From an optimization exercise on the open Yosys and OpenROAD flow, aimed at small area, a short achievable clock period and few clock cycles per item; shortcuts taken in it are not production practice.
In this exercise RTL edits were held to simulation tests only and were not proved equivalent to the original.
Power and IR drop assume default switching activity.

## flow/config.mk

```make
export PLATFORM = sky130hd
export DESIGN_NAME = sorted_priority_queue
export DESIGN_NICKNAME = sorted_priority_queue
export VERILOG_FILES = /design/flow/design.v
export SDC_FILE = /design/flow/constraint.sdc
export NUM_CORES = 4
export LEC_CHECK = 0
export CAP_MARGIN = 20
export CORE_MARGIN = 2
export CORE_UTILIZATION = 55
export CTS_BUF_LIST = sky130_fd_sc_hd__clkbuf_8
export CTS_CLUSTER_SIZE = 20
export SETUP_SLACK_MARGIN = 1.9
export SLEW_MARGIN = 20
export SYNTH_HIERARCHICAL = 1
```

## flow/constraint.sdc

```tcl
create_clock -name core_clock -period 4.4 [get_ports {i_clk}]
set_input_delay 0.8800 -clock core_clock [delete_from_list [all_inputs] [get_ports {i_clk}]]
set_output_delay 0.8800 -clock core_clock [all_outputs]
set_load 0.01 [all_outputs]
```

## flow/design.v

```verilog
package spq_pkg;
    localparam int ValueW  = 16;
    localparam int WeightW = 24;
    localparam int SlotW   = 1 + ValueW + WeightW;
    localparam logic       CMD_ENQ  = 1'b0;
    localparam logic       CMD_DEQ  = 1'b1;
    localparam logic [1:0] ST_OK    = 2'd0;
    localparam logic [1:0] ST_EMPTY = 2'd1;
    localparam logic [1:0] ST_FULL  = 2'd2;
endpackage
module spq_cell (
    input  logic                        i_clk,
    input  logic                        i_rst_n,
    input  logic                        i_load,        
    input  logic                        i_set,         
    input  logic                        i_write,       
    input  logic                        i_clear,       
    input  logic                        i_inc,         
    input  logic                        i_dec,         
    input  logic [3:0]                  i_rank,        
    input  logic [spq_pkg::SlotW-2:0]   i_new,         
    input  logic [spq_pkg::WeightW-1:0] i_new_wt_n,    
    output logic                        o_valid,
    output logic [3:0]                  o_rank,
    output logic [spq_pkg::SlotW-2:0]   o_data,
    input  logic                        i_valid_nx,    
    input  logic                        i_head_nx,     
    output logic                        o_front        
);
    localparam int WtW = spq_pkg::WeightW;
    function automatic logic [1:0] cmp_node(input logic [1:0] hi, input logic [1:0] lo);
        cmp_node = {hi[1] | (hi[0] & lo[1]), hi[0] & lo[0]};
    endfunction
    function automatic logic [1:0] cmp_w(input logic [WtW-1:0] a, input logic [WtW-1:0] nb);
        logic [WtW-1:0]   g0, p0;
        logic [WtW/2-1:0] g1, p1;
        logic [WtW/4-1:0] g2, p2;
        logic [WtW/8-1:0] g3, p3;
        logic [1:0]       r;
        g0 = a & nb;
        p0 = a | nb;
        for (int i = 0; i < WtW/2; i++) {g1[i], p1[i]} = cmp_node({g0[2*i+1], p0[2*i+1]}, {g0[2*i], p0[2*i]});
        for (int i = 0; i < WtW/4; i++) {g2[i], p2[i]} = cmp_node({g1[2*i+1], p1[2*i+1]}, {g1[2*i], p1[2*i]});
        for (int i = 0; i < WtW/8; i++) {g3[i], p3[i]} = cmp_node({g2[2*i+1], p2[2*i+1]}, {g2[2*i], p2[2*i]});
        r = cmp_node({g3[2], p3[2]}, cmp_node({g3[1], p3[1]}, {g3[0], p3[0]}));
        cmp_w = {r[1], r[1] | r[0]};
    endfunction
    logic w_gt, w_ge;
    assign {w_gt, w_ge} = cmp_w(o_data[WtW-1:0], i_new_wt_n);
    assign o_front = i_valid_nx && (i_head_nx ? !w_gt : !w_ge);
    always_ff @(posedge i_clk) begin
        if (!i_rst_n) begin
            o_valid <= 1'b0;
        end else if (i_set) begin
            o_valid <= 1'b1;
        end else if (i_clear) begin
            o_valid <= 1'b0;
        end
    end
    always_ff @(posedge i_clk) begin
        if (i_load) begin
            o_data <= i_new;
        end
    end
    logic [3:0] w_rank;
    assign w_rank = i_write ? i_rank : o_rank;
    always_ff @(posedge i_clk) begin
        if (i_inc) begin
            o_rank <= w_rank + 4'd1;
        end else if (i_dec) begin
            o_rank <= w_rank - 4'd1;
        end else if (i_write) begin
            o_rank <= i_rank;
        end
    end
endmodule
module sorted_priority_queue #(
    parameter int DEPTH = 16
) (
    input  logic        i_clk,
    input  logic        i_rst_n,
    input  logic        s_axis_tvalid,
    output logic        s_axis_tready,
    input  logic [39:0] s_axis_tdata,   
    input  logic [0:0]  s_axis_tuser,   
    output logic        m_axis_tvalid,
    input  logic        m_axis_tready,
    output logic [23:0] m_axis_tdata,   
    output logic [1:0]  m_axis_tuser    
);
    localparam int ValW  = spq_pkg::ValueW;
    localparam int WtW   = spq_pkg::WeightW;
    localparam int SlotW = spq_pkg::SlotW;
    localparam int CntW  = $clog2(DEPTH + 1);
    localparam int RkW   = 4;
    logic [DEPTH-1:0]                w_valid;
    logic [DEPTH-1:0][RkW-1:0]       w_rank;
    logic [DEPTH-1:0][SlotW-2:0]     w_data;      
    logic [DEPTH-1:0]                w_head;      
    logic [DEPTH-1:0]                w_second;    
    logic [DEPTH-1:0]                w_third;     
    logic [DEPTH-1:0]                r_head;      
    logic [DEPTH-1:0]                r_second;    
    logic [DEPTH-1:0]                w_second_nx;
    logic [DEPTH-1:0]                w_first_a;   
    logic [DEPTH-1:0]                w_first_b;   
    logic [DEPTH-1:0]                r_pf;        
    logic [DEPTH-1:0]                w_valid_nx;  
    logic [DEPTH-1:0]                w_head_nx;   
    logic [RkW-1:0]                  w_pos;       
    logic              r_p_ee;                    
    logic              r_p_de;                    
    logic [DEPTH-1:0]  r_p_c;                     
    logic [1:0]        r_p_z;                     
    logic              w_p_h0;                    
    logic [CntW-1:0]   r_count;                   
    logic [CntW-1:0]   w_count_n;
    logic              r_out_valid;
    logic [ValW-1:0]   r_out_value;
    logic [1:0]        r_out_status;
    logic              r_out_empty;
    logic [CntW-1:0]   r_out_count;
    logic [ValW-1:0]   w_head_val;
    logic [DEPTH-1:0]  w_head_old;                
    logic [ValW-1:0]   r_p_val;                   
    logic [1:0]        w_status;
    logic              w_accept;
    logic              w_cmd_deq;
    logic              w_full, w_empty;
    logic [WtW-1:0]    w_wt;
    logic [DEPTH-1:0]  w_c_nx;
    assign w_wt      = s_axis_tdata[39:16];
    assign w_cmd_deq = (s_axis_tuser[0] == spq_pkg::CMD_DEQ);
    for (genvar j = 0; j < DEPTH; j++) begin : g_nx
        assign w_valid_nx[j] = (r_p_ee && r_pf[j]) || (w_valid[j] && !(r_p_de && w_head[j]));
        always_comb begin
            if (r_p_ee)      w_head_nx[j] = w_p_h0 ? r_pf[j] : w_head[j];
            else if (r_p_de) w_head_nx[j] = w_second[j];
            else             w_head_nx[j] = w_head[j];
        end
    end
    assign s_axis_tready = i_rst_n && (!r_out_valid || m_axis_tready);
    assign w_accept      = s_axis_tvalid && s_axis_tready;
    assign w_full        = (r_count == CntW'(DEPTH));
    assign w_empty       = (r_count == '0);
    always_comb begin
        w_count_n = r_count;
        w_status  = spq_pkg::ST_OK;
        if (!w_cmd_deq) begin
            if (w_full) w_status  = spq_pkg::ST_FULL;
            else        w_count_n = r_count + CntW'(1);
        end else begin
            if (w_empty) w_status  = spq_pkg::ST_EMPTY;
            else         w_count_n = r_count - CntW'(1);
        end
    end
    always_ff @(posedge i_clk) begin
        if (!i_rst_n) begin
            r_p_ee      <= 1'b0;
            r_p_de      <= 1'b0;
            r_count     <= '0;
            r_out_valid <= 1'b0;
        end else begin
            r_p_ee <= w_accept && !w_cmd_deq && !w_full;
            r_p_de <= w_accept &&  w_cmd_deq && !w_empty;
            if (w_accept) begin
                r_count     <= w_count_n;
                r_out_valid <= 1'b1;
            end else if (m_axis_tready) begin
                r_out_valid <= 1'b0;
            end
        end
    end
    always_comb begin
        if (r_p_ee) begin
            if (w_p_h0)                               w_second_nx = w_head;
            else if ((r_p_c & w_second) == '0)        w_second_nx = r_pf;
            else                                      w_second_nx = w_second;
        end else if (r_p_de) begin
            w_second_nx = w_third;
        end else begin
            w_second_nx = w_second;
        end
    end
    always_ff @(posedge i_clk) begin
        if (!i_rst_n) begin
            r_head   <= '0;
            r_second <= '0;
        end else begin
            r_head   <= w_head_nx;
            r_second <= w_second_nx;
        end
    end
    assign w_head   = r_head;
    assign w_second = r_second;
    always_ff @(posedge i_clk) begin
        r_p_c <= w_c_nx;
        r_p_z <= {w_c_nx[15:8] == '0, w_c_nx[7:0] == '0};
    end
    assign w_p_h0 = &r_p_z;
    always_ff @(posedge i_clk) begin
        if (r_p_ee)           r_pf <= w_first_b;
        else if (|w_first_a)  r_pf <= w_first_a;
        else                  r_pf <= w_head;
    end
    assign w_head_old = r_p_de ? w_second : w_head;
    always_comb begin
        w_head_val = '0;
        for (int j = 0; j < DEPTH; j++)
            w_head_val = w_head_val | (w_data[j][SlotW-2:WtW] & {ValW{w_head_old[j]}});
        if (r_p_ee && w_p_h0) w_head_val = r_p_val;
    end
    always_ff @(posedge i_clk) begin
        r_p_val <= s_axis_tdata[15:0];
    end
    always_ff @(posedge i_clk) begin
        if (w_accept) begin
            r_out_value  <= (w_cmd_deq && !w_empty) ? w_head_val : '0;
            r_out_status <= w_status;
            r_out_empty  <= (w_count_n == '0);
            r_out_count  <= w_count_n;
        end
    end
    assign m_axis_tvalid = r_out_valid;
    assign m_axis_tdata  = {2'b00, r_out_count, r_out_empty, r_out_value};
    assign m_axis_tuser  = r_out_status;
    function automatic logic [3:0] count8(input logic [7:0] v);
        logic [7:0] t, o;
        t = v;
        for (int p = 1; p < 8; p = p * 2)
            for (int k = p; k >= 1; k = k / 2)
                for (int j = k % p; j + k < 8; j = j + 2 * k)
                    for (int i = 0; i < k; i++)
                        if (i + j + k < 8 && ((i + j) / (p * 2)) == ((i + j + k) / (p * 2))) begin
                            o = t;
                            o[i+j]   = t[i+j] | t[i+j+k];
                            o[i+j+k] = t[i+j] & t[i+j+k];
                            t = o;
                        end
        count8 = {t[7], t[3] & !t[7], (t[1] & !t[3]) | (t[5] & !t[7]),
                  (t[0] & !t[1]) | (t[2] & !t[3]) | (t[4] & !t[5]) | (t[6] & !t[7])};
    endfunction
    logic [DEPTH-1:0]  r_pd_f;                    
    logic [3:0]        r_pd_lo, r_pd_hi;          
    logic              r_pd_h2;                   
    always_ff @(posedge i_clk) begin
        if (!i_rst_n) begin
            r_pd_f <= '0;
        end else begin
            r_pd_f <= r_p_ee ? r_pf : '0;
        end
    end
    always_ff @(posedge i_clk) begin
        r_pd_lo <= count8(r_p_c[7:0]);
        r_pd_hi <= count8(r_p_c[15:8]);
        r_pd_h2 <= ((r_p_c & w_second) != '0) && ((r_p_c & ~(w_head | w_second)) == '0);
    end
    assign w_pos = r_pd_lo + r_pd_hi;
    for (genvar j = 0; j < DEPTH; j++) begin : g_sel
        assign w_third[j]  = w_valid[j] && (r_pd_f[j] ? r_pd_h2 : (w_rank[j] == RkW'(2)));
        if (j == 0) begin : g_first
            assign w_first_a[j] = !w_valid[j];
            assign w_first_b[j] = !w_valid[j] && !r_pf[j];
        end else begin : g_rest
            assign w_first_a[j] = !w_valid[j] && (&w_valid[j-1:0]);
            assign w_first_b[j] = !w_valid[j] && !r_pf[j] && (&(w_valid[j-1:0] | r_pf[j-1:0]));
        end
    end
    for (genvar j = 0; j < DEPTH; j++) begin : g_cell
        spq_cell u_cell (
            .i_clk   (i_clk),
            .i_rst_n (i_rst_n),
            .i_load  (!w_valid_nx[j]),
            .i_set   (r_p_ee && r_pf[j]),
            .i_write (r_pd_f[j]),
            .i_clear (r_p_de && w_head[j]),
            .i_inc   (r_p_ee && !r_p_c[j]),
            .i_dec   (r_p_de),
            .i_rank  (w_pos),
            .i_new   ({s_axis_tdata[15:0], w_wt}),
            .i_new_wt_n (~w_wt),
            .i_valid_nx (w_valid_nx[j]),
            .i_head_nx  (w_head_nx[j]),
            .o_front    (w_c_nx[j]),
            .o_valid (w_valid[j]),
            .o_rank  (w_rank[j]),
            .o_data  (w_data[j])
        );
    end
endmodule
```

## flow/flow/run.sh

```bash
#!/bin/bash
# Standard layout, with the port buffers that buffer_ports inserts made
# plain buf_4 cells instead of the library's delay buffers, so that paths
# from the inputs and to the outputs are not slowed by them, and with the
# post-route power recovery (downsizing of cells off the critical paths)
# turned on. ORFS writes each step's full log under orfs/logs; make's own
# output goes to make.log.
set -euo pipefail
bash standard.sh "BUFFER_PORTS_ARGS=-buffer_cell sky130_fd_sc_hd__buf_4" "RECOVER_POWER=100" finish > make.log 2>&1
```

## flow/standard.sh

```bash
#!/bin/bash
# synth_recipe.tcl (not shown) runs the flow's synth.tcl, then flattens the netlist and writes it again
# the make line also repeats each setting of config.mk as NAME=value (left out here)
make -C /OpenROAD-flow-scripts/flow DESIGN_CONFIG=/design/flow/config.mk WORK_HOME=/design/flow/orfs CLKGATE_MAP_FILE= SYNTH_SCRIPT=/design/flow/synth_recipe.tcl "${@:-finish}"
```

==> summary.txt <==
[worst max-delay path: stages]
cell and delay [ns]:
clkbuf_1 0.82, clkinvlp_4 0.90, o22ai_1 0.39, nor3_1 0.10, o221a_2 0.35, o311ai_0 0.41
a31o_2 0.26, or4_4 0.13, nor2_2 0.03
[cell usage in the layout, fill, tap and decap left out, types with 94 or more instances in the layout]
cell type  instances
nor2_1           324
a31oi_1          107
inv_1            144
a21oi_1          167
nand2_1          163
edfxtp_1         664
a22oi_1          144
clkbuf_8         165
dfxtp_1          186
o21ai_0           94
[path summary, 6_finish.rpt]
| check | startpoint | end | cells after the start |
|---|---|---|---|
| max | s_axis_tdata[18] | r_p_z[1] | 9 |
| min | s_axis_tvalid | r_p_de | 2 |
| max reg2reg | r_p_ee | g_cell[13].u_cell.o_data[27] | 5 |
| min reg2reg | r_out_valid | r_out_valid | 2 |
[modules after synthesis (local to each module, per instance)]
| module | cell area [sq um] | flip-flops and latches | copies in the design | cells |
|---|---|---|---|---|
| sorted_priority_queue | 8899 | 139 | 1 | 1086 |
| spq_cell | 1852 | 45 | 16 | 128 |
[metrics by stage]
stage,util [%],instances
floorplan,-,3135
global route,62.89,4445
CTS,62.99,4434
global placement,58.33,4141
finish,62.91,4449
detailed placement,58.33,4141
[repair_timing]
action	in CTS	in global routing
gates resized for setup	34	105
setup endpoints to repair	303	88
pin swaps	6	28
endpoints found under the hold margin	0	0
cloned	3	2
setup buffers	28	8
[cells by family after synthesis]
group	synth area share [%]
flops	61.89
fa+ha+maj	1.802
buf+inv	1.968
xor+xnor	1.228
other cells	0.009733
simple gates	10.80
compound gates	19.39
mux	2.910
[flip-flops by register name, summed over array words and instances, names as in the netlist, 4 cells and up]
register,cells
g_cell.u_cell.o_data,640
g_cell.u_cell.o_rank,64
g_cell.u_cell.o_valid,16
r_head,16
r_out_value,16
r_p_c,16
r_p_val,16
r_pd_f,16
r_pf,16
r_second,16
r_count,5
r_out_count,5
r_pd_hi,4
r_pd_lo,4
[power by group]
group	internal (uW)	leakage, uW	switching [uW]	total [uW]
logic	1190	0.00598	1710	2890
clock network	3650	0.00168	3320	6970
registers	9470	0.00860	432	9900
total	14300	0.0163	5460	19800
[per-layer routing]
| layer | wire (um) | GRT usage (%) | vias up |
|---|---|---|---|
| li1 | - | - | 12950 |
| met2 | 55890 | 52.12 | 1666 |
| met3 | 12420 | 6.274 | 317 |
| met4 | 5490 | 13.77 | 2 |
| met1 | 49860 | 47.19 | 14700 |
| met5 | 13 | 0 | - |
[cell type report]
cell class	count	area [sq um]
Clock inverter	97	581.8
Timing Repair Buffer	181	1217
Inverter	105	454.2
Sequential cell	859	23860
Antenna cell	5	12.51
Tap cell	940	1176
Multi-Input combinational cell	2092	14230
Timing Repair inverter	5	27.53
Clock buffer	165	2271
Fill cell	5543	25840
==> flow_summary.json <==
{
  "setup_violations": 0,
  "async_flop_share_pct": 0,
  "ys_seq_elements": 859,
  "grt_pass1_wl_um": 176700,
  "cp.required_ns": 5.10,
  "postSynthCellCount": 3134,
  "start_kind": "input port",
  "ys_warn_count": 8,
  "post_drt_wl_per_cell_um": 27.80,
  "cts_tree": "yes",
  "die_w_um": 268.7,
  "ir_drop_mv": 0.3057,
  "htreeDepth": 4,
  "grt-ovfl-total": 0,
  "crit_arrival_ns": 4.30,
  "max_freq_mhz": 277.5,
  "final_antenna_net_count": 0,
  "holdWs_ns": 0.3368,
  "globalplace.congestion": 0.9513,
  "synth_top_area_share_pct": 51.75,
  "num_rows": 97,
  "yosysMostFrequentCell": "edfxtp_1",
  "routed_wl_um": 123700,
  "dp_slack_ns": 0.1307,
  "min-delay-path-class": "in2reg",
  "portBuffers": 70,
  "grtUsageTotal_pct": 33.71,
  "layout.nets": 3472,
  "tightest_slew_ns": 3.121,
  "rsz0062_at_grt": "true",
  "drtIter0Drc": 3726,
  "clkSlewWorstSetupHoldPaths_ns": 0.06,
  "outcome": "failed layout checks",
  "rrSetupSlack_ns": 0.84,
  "synth-edff-count": 664,
  "vias": 29630,
  "die_area_sq_um": 72180,
  "path_class": "in2reg",
  "dpl_cell_area_sq_um": 40640,
  "synth_seq_area_share_pct": 61.89,
  "antenna_found_initial": 7,
  "initial_core_util_pct": 55.30,
  "avgSynthCellArea_sq_um": 12.29,
  "layout_min_cycle_time_ns": 3.603,
  "first_pass_iters": 6,
  "netlist_area_sq_um": 38530,
  "fp.coreArea_sq_um": 69660,
  "synthDistinctLibCells": 80,
  "cts.sinks": 859,
  "synthFlopType": "edfxtp_1",
  "fin_area_sq_um": 43820,
  "fin_skew_ns": 0.04297,
  "p_leak_uw": 0.01626,
  "slew_violations": 402,
  "max_cap_viol_count": 10,
  "clkLatencyLatePin_ns": 0.82,
  "drc": 0,
  "worst_slack_ns": 0.7969,
  "netlist_top_cells_count": "edfxtp_1, nor2_1, dfxtp_1, a21oi_1, nand2_1",
  "synth_top_area_cell": "edfxtp_1",
  "fin_crit_sh_pct": 81.89,
  "hold_buffers": 0,
  "die_y_um": 268.7,
  "post_route_cells_drive_above_1_share_pct": 15.70,
  "final.setup.tns_ns": 0,
  "critPathCaptureType": "flop",
  "dp_hpwl_um": 78740,
  "ctsRootBufferMaster": "clkbuf_8",
  "slew_headroom_pct": -108.1,
  "num_io_pins": 73,
  "so_faults": "capacitance limit, slew limit",
  "synth.area.top_cells": "edfxtp_1, dfxtp_1, nor2_1, a22oi_1, a21oi_1",
  "critPathMaxFanout": 24,
  "clockBufferDepth": 3,
  "drt-vias-per-instance": 6.660,
  "grt_max_degree": 81,
  "finalPower_uw": 19770,
  "power_density_nw_per_um2": 451.1,
  "grt_pass1_vias": 27240,
  "syn_to_final_growth_pct": 13.75,
  "hold_violations": 0,
  "cts_buffers": 145
}
Testbench counts, summed over its fixed seeds: cycles 16,008, items 16,000.

==> what the ideal ports hide <==
Ports are ideal in the flow. The routed layout listed here was re-timed in OpenROAD.
Step 1 sets driving cells, clkbuf_16 on the clock port and buf_2 on the other inputs (assumed; they add their load-dependent delay and slew).
Step 2 adds t to the input delays and takes it off the output delays; t is the mean of the earliest and latest rising clock arrival at the registers after step 1. Input paths then give back, and output paths get back, about the clock's delay inside the block.
Three values: no drivers, after step 1, after step 2; two values: the first two.
t (ns): 0.855
setup WS [ns]: 0.797 / 0.772 / -0.084
clock arrival spread, ns: 0.049 / 0.049
worst slew at a driven data input, ns: 0.08
The setup slack of this run moves by -0.025 ns with the drivers and by -0.881 ns with both steps.
